Source: an optimization exercise on an open RTL-to-GDS flow (aim: small area, a short achievable clock period and few clock cycles per item). Production flows keep margins and buffers that such runs may drop. RTL that was checked went through simulation tests only; none was proved equivalent to the original.

== sierra ==
// muldiv_sequencer
module muldiv_sequencer #(
   parameter int WIDTH = 32
) (
   input  logic              clk,
   input  logic              rst,
   input  logic              op_valid,
   input  logic [1:0]        op_code,
   input  logic [WIDTH-1:0]  src_a,
   input  logic [WIDTH-1:0]  src_b,
   input  logic              flush,
   output logic              busy,
   output logic              res_valid,
   output logic [WIDTH-1:0]  res_hi,
   output logic [WIDTH-1:0]  res_lo
);
clock: 11.0 ns
lec_check: 0
cap_margin: 20
core_margin: 2
core_utilization: 40
cts_buf_list: sky130_fd_sc_hd__clkbuf_4 sky130_fd_sc_hd__clkbuf_8
place_density: 0.75
setup_slack_margin: 5
slew_margin: 20
standard.sh (not shown) runs the stock make flow with config.mk's settings and CLKGATE_MAP_FILE= SYNTH_SCRIPT=/design/flow/synth_recipe.tcl, a recipe that flattens the netlist after the stock synthesis.
==> flow/flow/run.sh <==
#!/bin/bash
# The standard layout (standard.sh: unchanged synthesis and steps), except that the
# buffers placed on the ports are plain buf_2 cells rather than the placer's default choice,
# and the timing repair aims 6.0 ns below the clock period.
set -euo pipefail
bash standard.sh "BUFFER_PORTS_ARGS=-buffer_cell sky130_fd_sc_hd__buf_2" SETUP_SLACK_MARGIN=6.0 finish > make.log 2>&1
Both conditions hold for sierra: the flow ran to the end and the final layout passed the timing, DRC and antenna checks.
Testbench counts of sierra, summed over its fixed seeds: cycles 23,050, ops 2,400.
#### Input delta (pepper over sierra)
-- flow/design.v --
<<< sierra, line 25
   logic st_mul_d, st_pre_d, st_neg_d, st_aln_d, st_itr_d, st_fxr_d, st_fxq_d, st_done_d;
   logic [31:0] h_q, h_d, l_q, l_d;
   logic [32:0] d_q, d_d;           
   logic [5:0]  bc_q, bc_d;         
   logic        s_mul_q, s_l_q, s_inv_q;    
>>> pepper, line 25
   logic st_mul_d, st_pre_d, st_neg_d, st_aln_d, st_itr_d, st_fxr_d, st_fxq_d, st_done_d;
   logic [31:0] h_q, h_d, l_q, l_d;
   logic [34:0] d_q, d_d;           
   logic [5:0]  bc_q, bc_d;         
   logic        s_mul_q, s_l_q, s_inv_q;    
<<< sierra, line 44
      bdec = {t[2] & ~zero, two, ~zero & ~two};
   endfunction
   logic [7:0]  top_eq;              
   logic [8:0]  js_oh;               
   logic [3:0]  js;
   always_comb begin
      logic [8:0] oh;
      logic [30:0] below;
      for (int j = 0; j < 8; j++) begin
         below = (31'd1 << (4*j+3)) - 31'd1;         
         top_eq[j] = src_a[31] ? &(src_a[30:0] | below) : ~|(src_a[30:0] & ~below);
      end
      oh[0] = top_eq[0];
      for (int j = 1; j < 8; j++) oh[j] = top_eq[j] & ~top_eq[j-1];
      oh[8] = 1'b0;                    
      js_oh = (~op_signed & src_a[31]) ? 9'b1_0000_0000 : oh;
      js = '0;
>>> pepper, line 44
      bdec = {t[2] & ~zero, two, ~zero & ~two};
   endfunction
   logic [31:0] sa_sfx;              
   logic [8:0]  js_oh;               
   logic [3:0]  js;
   always_comb begin
      logic [8:0] oh;
      sa_sfx[31] = 1'b1;
      for (int t = 30; t >= 0; t--) sa_sfx[t] = sa_sfx[t+1] & (src_a[t] == src_a[31]);
      oh[0] = sa_sfx[3];
      for (int j = 1; j < 8; j++) oh[j] = sa_sfx[4*j+3] & ~sa_sfx[4*j-1];
      oh[8] = ~sa_sfx[31];             
      js_oh = (~op_signed & src_a[31]) ? 9'b1_0000_0000 : oh;
      js = '0;
<<< sierra, line 62
         if (js_oh[j]) js = js | j[3:0];
   end
   logic [5:0] dw_idle;
   logic [4:0] w_run;
   always_comb begin
      dw_idle = '0;
      w_run   = '0;
      for (int k = 0; k < 9; k++) begin
         dw_idle = dw_idle | ({6{js_oh[k]}} & {bdec(bxs[4*k+2 +: 3]), bdec(bxs[4*k +: 3])});
         if (cnt_q[3:0] == k + 1) w_run = bxs[4*k +: 5];
      end
   end
   wire [5:0] dw_run = {bdec(w_run[4:2]), bdec(w_run[2:0])};
   function automatic logic [35:0] booth(input logic [2:0] c, input logic [32:0] a);
      logic [33:0] y;
      y     = ({34{c[0]}} & {a[32], a}) | ({34{c[1]}} & {a, 1'b0});
      y     = y ^ {34{c[2]}};
      booth = {c[2], y[33], y};
   endfunction
   wire [35:0]  bt1 = booth(bc_q[5:3], d_q);
>>> pepper, line 59
         if (js_oh[j]) js = js | j[3:0];
   end
   logic [4:0] w_idle, w_run;
   always_comb begin
      w_idle = '0;
      w_run  = '0;
      for (int k = 0; k < 9; k++) begin
         w_idle = w_idle | ({5{js_oh[k]}} & bxs[4*k +: 5]);
         if (cnt_q[3:0] == k + 1) w_run = bxs[4*k +: 5];
      end
   end
   wire [4:0] wsel = idle ? w_idle : w_run;
   wire [5:0] dw_sel = {bdec(wsel[4:2]), bdec(wsel[2:0])};
   function automatic logic [35:0] booth(input logic [2:0] c, input logic [34:0] a);
      logic [34:0] y;
      y     = ({35{c[0]}} & a) | ({35{c[1]}} & {a[33:0], 1'b0});
      booth = {c[2], y ^ {35{c[2]}}};
   endfunction
   wire [35:0]  bt1 = booth(bc_q[5:3], d_q);
<<< sierra, line 122
         if (op_code[1]) begin
            h_d      = src_a;
            d_d      = {op_signed & src_b[31], src_b};
            bc_d     = (op_signed & src_b[31]) ? B_ADD1 : B_SUB1;
            st_pre_d = accept;
         end else begin
            h_d      = '0;
            d_d      = {op_signed & src_b[31], src_b};
            bc_d     = dw_idle;
            cnt_d    = {1'b0, js};
            st_mul_d = accept;
>>> pepper, line 118
         if (op_code[1]) begin
            h_d      = src_a;
            d_d      = {{3{op_signed & src_b[31]}}, src_b};
            bc_d     = (op_signed & src_b[31]) ? B_ADD1 : B_SUB1;
            st_pre_d = accept;
         end else begin
            h_d      = '0;
            d_d      = {{3{op_signed & src_b[31]}}, src_b};
            bc_d     = dw_sel;
            cnt_d    = {1'b0, js};
            st_mul_d = accept;
<<< sierra, line 137
         l_d   = t[31:0];
         e_d   = t[38:37];
         bc_d  = dw_run;
         cnt_d = cnt_q - 5'd1;
         if (cnt_q == 5'd0) st_done_d = 1'b1;
>>> pepper, line 133
         l_d   = t[31:0];
         e_d   = t[38:37];
         bc_d  = dw_sel;
         cnt_d = cnt_q - 5'd1;
         if (cnt_q == 5'd0) st_done_d = 1'b1;
<<< sierra, line 156
      if (st_aln_q) begin
         if (q && cnt_q != 5'd31) begin
            d_d      = {d_q[30:0], 2'b00};
            cnt_d    = cnt_q + 5'd2;
            bc_d     = nb_q ? B_ADD4 : B_SUB4;
>>> pepper, line 152
      if (st_aln_q) begin
         if (q && cnt_q != 5'd31) begin
            d_d      = {d_q[32:0], 2'b00};
            cnt_d    = cnt_q + 5'd2;
            bc_d     = nb_q ? B_ADD4 : B_SUB4;
<<< sierra, line 168
         if (q) h_d = t[31:0];
         l_d   = {l_q[30:0], q};
         if (!cnt_q[0]) d_d = {{2{d_q[32]}}, d_q[32:2]};
         cnt_d = cnt_q - 5'd1;
         if (cnt_q[0]) bc_d = nb_q ? B_ADD1 : B_SUB1;
>>> pepper, line 164
         if (q) h_d = t[31:0];
         l_d   = {l_q[30:0], q};
         if (!cnt_q[0]) d_d = {{2{d_q[34]}}, d_q[34:2]};
         cnt_d = cnt_q - 5'd1;
         if (cnt_q[0]) bc_d = nb_q ? B_ADD1 : B_SUB1;
==> comparison <==
Diff sierra -> pepper | number of buffer and inverter stages on the critical path | decrease of 1
Lower sequential share of layout area was reported by sierra, not pepper.
Looking at fraction of area in multi-input gates, pepper sits below sierra.
Comparing pepper with sierra, the share of flip-flops with an asynchronous set or reset after synthesis came out essentially unchanged.
Re logic depth of the worst setup path including buffers: pepper is 1 up on sierra.
For the share of synthesized cell area in and, or, nand and nor gates, pepper came in 1.5 points lower than sierra did.
The worst hold slack reported for pepper is smaller than that of sierra by 0.041 ns.
The faster design of the two is sierra; pepper tops out lower.
Total vias in the final route in pepper vs sierra: down 3.8%
| area overhead of the layout relative to synthesis | higher: pepper |
Testbench counts of pepper, summed over its fixed seeds: cycles 23,050, ops 2,400.

========
== trial 78 ==
The RTL this note starts from:
==> flow/design.v <==
module muldiv_sequencer #(
   parameter int WIDTH = 32
) (
   input  logic              clk,
   input  logic              rst,
   input  logic              op_valid,
   input  logic [1:0]        op_code,
   input  logic [WIDTH-1:0]  src_a,
   input  logic [WIDTH-1:0]  src_b,
   input  logic              flush,
   output logic              busy,
   output logic              res_valid,
   output logic [WIDTH-1:0]  res_hi,
   output logic [WIDTH-1:0]  res_lo
);
   localparam int N = 39;
   localparam logic [4:0] W_ZERO  = 5'b00000;
   localparam logic [4:0] W_ADD1  = 5'b00001;    
   localparam logic [4:0] W_SUB1  = 5'b11110;    
   localparam logic [4:0] W_ADD2  = 5'b00011;    
   localparam logic [4:0] W_SUB2  = 5'b11100;    
   localparam logic [4:0] W_ADD4  = 5'b00111;    
   localparam logic [4:0] W_SUB4  = 5'b11000;    
   logic st_mul_q, st_pre_q, st_neg_q, st_aln_q, st_itr_q, st_fxr_q, st_fxq_q, st_done_q;
   logic st_mul_d, st_pre_d, st_neg_d, st_aln_d, st_itr_d, st_fxr_d, st_fxq_d, st_done_d;
   logic [31:0] h_q, h_d, l_q, l_d;
   logic [34:0] d_q, d_d;           
   logic [4:0]  w_d;                
   logic [5:0]  bc_q;               
   logic        s_mul_q, s_l_q, s_inv_q;    
   logic [4:0]  cnt_q, cnt_d;
   logic [1:0]  e_q, e_d;           
   logic        na_q, na_d;         
   logic        nb_q, nb_d;         
   wire idle = ~(st_mul_q | st_pre_q | st_neg_q | st_aln_q | st_itr_q |
                 st_fxr_q | st_fxq_q | st_done_q);
   wire op_signed = ~op_code[0];
   wire accept    = idle & op_valid & ~flush;
   wire [35:0] bx  = {{4{op_signed & src_b[31]}}, src_b};
   wire [36:0] bxs = {bx, 1'b0};
   function automatic logic [4:0] win(input logic [36:0] v, input logic [3:0] j);
      logic [4:0] r;
      r = '0;
      for (int k = 0; k < 9; k++)
         if (j == k) r = v[4*k +: 5];
      win = r;
   endfunction
   logic [35:0] sfx;
   logic [3:0]  js;
   always_comb begin
      sfx[35] = 1'b1;
      for (int t = 34; t >= 0; t--) sfx[t] = sfx[t+1] & (bx[t] == bx[35]);
      js = 4'd8;
      for (int j = 7; j >= 0; j--)
         if (sfx[4*j+3]) js = j[3:0];
   end
   function automatic logic [2:0] bdec(input logic [2:0] t);    
      logic zero, two;
      zero = (t == 3'b000) | (t == 3'b111);
      two  = (t == 3'b100) | (t == 3'b011);
      bdec = {t[2] & ~zero, two, ~zero & ~two};
   endfunction
   function automatic logic [35:0] booth(input logic [2:0] c, input logic [34:0] a);
      logic [34:0] y;
      y     = ({35{c[0]}} & a) | ({35{c[1]}} & {a[33:0], 1'b0});
      booth = {c[2], y ^ {35{c[2]}}};
   endfunction
   wire [35:0]  bt1 = booth(bc_q[5:3], d_q);
   wire [35:0]  bt0 = booth(bc_q[2:0], d_q);
   wire         n1  = bt1[35];
   wire         n0  = bt0[35];
   wire [N-1:0] i1  = {{2{bt1[34]}}, bt1[34:0], n1, n1};    
   wire [N-1:0] i2  = {{4{bt0[34]}}, bt0[34:0]};
   logic [N-1:0] i0;
   always_comb begin
      if (s_mul_q)      i0 = {6'd0, h_q[0], l_q, 4'b0000};
      else if (s_l_q)   i0 = {7'd0, ~l_q};
      else              i0 = {7'd0, h_q ^ {32{s_inv_q}}};
   end
   wire cl = n1 | s_inv_q | s_l_q;
   wire [N-1:0] cs_s = i0 ^ i1 ^ i2;
   wire [N-1:0] cs_c = (i0 & i1) | (i0 & i2) | (i1 & i2);
   function automatic logic [N-1:0] add(input logic [N-1:0] a, input logic [N-1:0] b,
                                        input logic ci);
      logic [N:0] g, p, gg, pp;
      logic [N-1:0] s;
      g[0] = ci; p[0] = 1'b0;
      for (int i = 1; i <= N; i++) begin
         g[i] = a[i-1] & b[i-1];
         p[i] = a[i-1] ^ b[i-1];
      end
      gg = g; pp = p;
      for (int d = 1; d <= 32; d = d * 2)
         for (int i = 2*d - 1; i <= N; i = i + 2*d) begin
            gg[i] = gg[i] | (pp[i] & gg[i-d]);
            pp[i] = pp[i] & pp[i-d];
         end
      for (int d = 16; d >= 1; d = d / 2)
         for (int i = 3*d - 1; i <= N; i = i + 2*d) begin
            gg[i] = gg[i] | (pp[i] & gg[i-d]);
            pp[i] = pp[i] & pp[i-d];
         end
      for (int i = 0; i < N; i++) s[i] = p[i+1] ^ gg[i];
      add = s;
   endfunction
   wire [N-1:0] t    = add(cs_s, {cs_c[N-2:0], cl}, n0);
   wire         q    = ~t[N-1];
   wire         fast = t[N-1];                  
   wire         fixq = na_q ^ nb_q;
   logic [26:0] hu;
   always_comb begin
      logic all1, all0, inc, dec;
      inc = ~e_q[1] & e_q[0];
      dec = e_q[1];
      all1 = 1'b1; all0 = 1'b1;
      for (int i = 0; i < 27; i++) begin
         hu[i] = h_q[5+i] ^ ((inc & all1) | (dec & all0));
         all1 = all1 & h_q[5+i];
         all0 = all0 & ~h_q[5+i];
      end
   end
   always_comb begin
      st_mul_d = 1'b0; st_pre_d = 1'b0; st_neg_d = 1'b0; st_aln_d = 1'b0;
      st_itr_d = 1'b0; st_fxr_d = 1'b0; st_fxq_d = 1'b0; st_done_d = 1'b0;
      h_d = h_q; l_d = l_q; d_d = d_q; w_d = W_ZERO; cnt_d = cnt_q; e_d = e_q;
      na_d = na_q; nb_d = nb_q;
      if (idle) begin
         na_d = op_signed & src_a[31];
         nb_d = op_signed & src_b[31];
         l_d  = '0;
         e_d  = 2'b00;
         if (op_code[1]) begin
            h_d      = src_a;
            d_d      = {{3{op_signed & src_b[31]}}, src_b};
            w_d      = (op_signed & src_b[31]) ? W_ADD1 : W_SUB1;
            st_pre_d = accept;
         end else begin
            h_d      = '0;
            d_d      = {{3{op_signed & src_a[31]}}, src_a};
            w_d      = win(bxs, js);
            cnt_d    = {1'b0, js};
            st_mul_d = accept;
         end
      end
      if (st_mul_q) begin
         h_d   = {hu[22:0], h_q[4:1], t[36:32]};
         l_d   = t[31:0];
         e_d   = t[38:37];
         w_d   = win(bxs, cnt_q[3:0] - 4'd1);
         cnt_d = cnt_q - 5'd1;
         if (cnt_q == 5'd0) st_done_d = 1'b1;
         else               st_mul_d  = 1'b1;
      end
      if (st_pre_q) begin
         cnt_d = 5'd1;
         w_d   = nb_q ? W_ADD4 : W_SUB4;
         if (fast)      st_done_d = 1'b1;
         else if (na_q) begin st_neg_d = 1'b1; w_d = W_ZERO; end
         else           st_aln_d  = 1'b1;
      end
      if (st_neg_q) begin
         h_d      = t[31:0];
         w_d      = nb_q ? W_ADD4 : W_SUB4;
         st_aln_d = 1'b1;
      end
      if (st_aln_q) begin
         if (q && cnt_q != 5'd31) begin
            d_d      = {d_q[32:0], 2'b00};
            cnt_d    = cnt_q + 5'd2;
            w_d      = nb_q ? W_ADD4 : W_SUB4;
            st_aln_d = 1'b1;
         end else begin
            w_d      = nb_q ? W_ADD2 : W_SUB2;
            st_itr_d = 1'b1;
         end
      end
      if (st_itr_q) begin
         if (q) h_d = t[31:0];
         l_d   = {l_q[30:0], q};
         if (!cnt_q[0]) d_d = {{2{d_q[34]}}, d_q[34:2]};
         cnt_d = cnt_q - 5'd1;
         if (cnt_q[0]) w_d = nb_q ? W_ADD1 : W_SUB1;
         else          w_d = nb_q ? W_ADD2 : W_SUB2;
         if (cnt_q == 5'd0) begin
            w_d = W_ZERO;
            if (na_q)      st_fxr_d  = 1'b1;
            else if (fixq) st_fxq_d  = 1'b1;
            else           st_done_d = 1'b1;
         end else st_itr_d = 1'b1;
      end
      if (st_fxr_q) begin
         h_d = t[31:0];
         if (fixq) st_fxq_d  = 1'b1;
         else      st_done_d = 1'b1;
      end
      if (st_fxq_q) begin
         l_d       = t[31:0];
         st_done_d = 1'b1;
      end
      if (flush) begin
         st_mul_d = 1'b0; st_pre_d = 1'b0; st_neg_d = 1'b0; st_aln_d = 1'b0;
         st_itr_d = 1'b0; st_fxr_d = 1'b0; st_fxq_d = 1'b0; st_done_d = 1'b0;
      end
   end
   always_ff @(posedge clk) begin
      s_mul_q <= st_mul_d;
      s_l_q   <= st_fxq_d;
      s_inv_q <= st_neg_d | st_fxr_d | (st_pre_d & na_d);
   end
   always_ff @(posedge clk or posedge rst) begin
      if (rst) begin
         st_mul_q  <= 1'b0;
         st_pre_q  <= 1'b0;
         st_neg_q  <= 1'b0;
         st_aln_q  <= 1'b0;
         st_itr_q  <= 1'b0;
         st_fxr_q  <= 1'b0;
         st_fxq_q  <= 1'b0;
         st_done_q <= 1'b0;
      end else begin
         st_mul_q  <= st_mul_d;
         st_pre_q  <= st_pre_d;
         st_neg_q  <= st_neg_d;
         st_aln_q  <= st_aln_d;
         st_itr_q  <= st_itr_d;
         st_fxr_q  <= st_fxr_d;
         st_fxq_q  <= st_fxq_d;
         st_done_q <= st_done_d;
      end
   end
   always_ff @(posedge clk) begin
      h_q   <= h_d;
      l_q   <= l_d;
      d_q   <= d_d;
      bc_q  <= {bdec(w_d[4:2]), bdec(w_d[2:0])};
      cnt_q <= cnt_d;
      e_q   <= e_d;
      na_q  <= na_d;
      nb_q  <= nb_d;
   end
   assign busy      = op_valid & ~flush & ~st_done_q;
   assign res_valid = st_done_q;
   assign res_hi    = {hu, h_q[4:0]};
   assign res_lo    = l_q;
endmodule
clock: 11.0 ns
lec_check: 0
cap_margin: 20
core_margin: 2
core_utilization: 40
setup_slack_margin: 5
slew_margin: 20
run.sh (not shown) runs the stock make flow with config.mk's settings and CLKGATE_MAP_FILE= SYNTH_SCRIPT=/design/flow/synth_recipe.tcl, a recipe that flattens the netlist after the stock synthesis.
Stock flow here: none of the scripts above is used.
The following lists how build 65 was set up differently from trial 78:
--- a/flow/design.v
+++ b/flow/design.v
@@ -25,9 +25,7 @@
    logic st_mul_d, st_pre_d, st_neg_d, st_aln_d, st_itr_d, st_fxr_d, st_fxq_d, st_done_d;
    logic [31:0] h_q, h_d, l_q, l_d;
    logic [34:0] d_q, d_d;           
-   logic [4:0]  w_d;                
-   logic [5:0]  bc_q;               
-   logic        s_mul_q, s_l_q, s_inv_q;    
+   logic [4:0]  w_q, w_d;           
    logic [4:0]  cnt_q, cnt_d;
    logic [1:0]  e_q, e_d;           
    logic        na_q, na_d;         
@@ -54,30 +52,30 @@
       for (int j = 7; j >= 0; j--)
          if (sfx[4*j+3]) js = j[3:0];
    end
-   function automatic logic [2:0] bdec(input logic [2:0] t);    
-      logic zero, two;
-      zero = (t == 3'b000) | (t == 3'b111);
-      two  = (t == 3'b100) | (t == 3'b011);
-      bdec = {t[2] & ~zero, two, ~zero & ~two};
+   function automatic logic [35:0] booth(input logic [2:0] t, input logic [34:0] a);
+      logic zero, two, neg;
+      logic [34:0] y;
+      zero  = (t == 3'b000) | (t == 3'b111);
+      two   = (t == 3'b100) | (t == 3'b011);
+      neg   = t[2] & ~zero;
+      y     = zero ? 35'd0 : (two ? {a[33:0], 1'b0} : a);
+      booth = {neg, y ^ {35{neg}}};
    endfunction
-   function automatic logic [35:0] booth(input logic [2:0] c, input logic [34:0] a);
-      logic [34:0] y;
-      y     = ({35{c[0]}} & a) | ({35{c[1]}} & {a[33:0], 1'b0});
-      booth = {c[2], y ^ {35{c[2]}}};
-   endfunction
-   wire [35:0]  bt1 = booth(bc_q[5:3], d_q);
-   wire [35:0]  bt0 = booth(bc_q[2:0], d_q);
+   wire [35:0]  bt1 = booth(w_q[4:2], d_q);
+   wire [35:0]  bt0 = booth(w_q[2:0], d_q);
    wire         n1  = bt1[35];
    wire         n0  = bt0[35];
    wire [N-1:0] i1  = {{2{bt1[34]}}, bt1[34:0], n1, n1};    
    wire [N-1:0] i2  = {{4{bt0[34]}}, bt0[34:0]};
+   wire inv_h = st_neg_q | st_fxr_q | (st_pre_q & na_q);
    logic [N-1:0] i0;
    always_comb begin
-      if (s_mul_q)      i0 = {6'd0, h_q[0], l_q, 4'b0000};
-      else if (s_l_q)   i0 = {7'd0, ~l_q};
-      else              i0 = {7'd0, h_q ^ {32{s_inv_q}}};
-   end
-   wire cl = n1 | s_inv_q | s_l_q;
+      if (st_mul_q)      i0 = {6'd0, h_q[0], l_q, 4'b0000};
+      else if (st_fxq_q) i0 = {7'd0, ~l_q};
+      else if (inv_h)    i0 = {7'd0, ~h_q};
+      else               i0 = {7'd0, h_q};
+   end
+   wire cl = n1 | inv_h | st_fxq_q;
    wire [N-1:0] cs_s = i0 ^ i1 ^ i2;
    wire [N-1:0] cs_c = (i0 & i1) | (i0 & i2) | (i1 & i2);
    function automatic logic [N-1:0] add(input logic [N-1:0] a, input logic [N-1:0] b,
@@ -122,7 +120,7 @@
    always_comb begin
       st_mul_d = 1'b0; st_pre_d = 1'b0; st_neg_d = 1'b0; st_aln_d = 1'b0;
       st_itr_d = 1'b0; st_fxr_d = 1'b0; st_fxq_d = 1'b0; st_done_d = 1'b0;
-      h_d = h_q; l_d = l_q; d_d = d_q; w_d = W_ZERO; cnt_d = cnt_q; e_d = e_q;
+      h_d = h_q; l_d = l_q; d_d = d_q; w_d = w_q; cnt_d = cnt_q; e_d = e_q;
       na_d = na_q; nb_d = nb_q;
       if (idle) begin
          na_d = op_signed & src_a[31];
@@ -167,7 +165,6 @@
          if (q && cnt_q != 5'd31) begin
             d_d      = {d_q[32:0], 2'b00};
             cnt_d    = cnt_q + 5'd2;
-            w_d      = nb_q ? W_ADD4 : W_SUB4;
             st_aln_d = 1'b1;
          end else begin
             w_d      = nb_q ? W_ADD2 : W_SUB2;
@@ -201,11 +198,6 @@
          st_mul_d = 1'b0; st_pre_d = 1'b0; st_neg_d = 1'b0; st_aln_d = 1'b0;
          st_itr_d = 1'b0; st_fxr_d = 1'b0; st_fxq_d = 1'b0; st_done_d = 1'b0;
       end
-   end
-   always_ff @(posedge clk) begin
-      s_mul_q <= st_mul_d;
-      s_l_q   <= st_fxq_d;
-      s_inv_q <= st_neg_d | st_fxr_d | (st_pre_d & na_d);
    end
    always_ff @(posedge clk or posedge rst) begin
       if (rst) begin
@@ -232,7 +224,7 @@
       h_q   <= h_d;
       l_q   <= l_d;
       d_q   <= d_d;
-      bc_q  <= {bdec(w_d[4:2]), bdec(w_d[2:0])};
+      w_q   <= w_d;
       cnt_q <= cnt_d;
       e_q   <= e_d;
       na_q  <= na_d;
Results
- Against trial 78, build 65 comes in 0.97 points higher on fraction of layout cells with a size suffix above 1.
- Build 65 and trial 78 ended up with roughly the same hold path depth.
- Compared with trial 78, build 65 shows a higher final non-filler cell total.
- Build 65 ends up with a pre-CTS setup slack that is 0.41 ns lower than in trial 78.
No functional check of the RTL was part of any run of this note.

## separate check: timing with driven ports
The results above use ideal ports. As a check the final layouts listed here were re-extracted and re-timed, cells and wires unchanged. Step 1 (the two cells are an assumption about what drives the block):
set clk [get_ports {clk}]
set_driving_cell -lib_cell sky130_fd_sc_hd__clkbuf_16 $clk
set_driving_cell -lib_cell sky130_fd_sc_hd__buf_2 [delete_from_list [all_inputs] $clk]
Step 2 adds t to the input delays and takes it off the output delays; t is the mean of the earliest and latest rising clock arrival at the registers after step 1. Input paths then give back, and output paths get back, about the clock's delay inside the block. a / b / c = ideal ports / drivers / drivers and shift; a / b = the first two.
run | shift t [ns] | slack for setup (ns) | hold WS [ns] | latest minus earliest clock arrival (ns) | cell pins on the clock port's net
sierra | 0.514 | 5.759 / 5.713 / 5.655 | 0.559 / 0.559 / 0.559 | 0.024 / 0.023 | 1
pepper | 0.512 | 5.614 / 5.564 / 5.638 | 0.518 / 0.518 / 0.518 | 0.015 / 0.015 | 1
trial 78 | 0.487 | 5.188 / 5.166 / 4.934 | 0.514 / 0.514 / 0.514 | 0.016 / 0.016 | 1
build 65 | 0.491 | 5.102 / 5.078 / 5.034 | 0.606 / 0.606 / 0.606 | 0.014 / 0.014 | 1
After both steps setup and hold are still met in every run listed. The setup slack of trial 78, which loses most, moves by -0.022 ns with the drivers and by -0.254 ns with both steps.
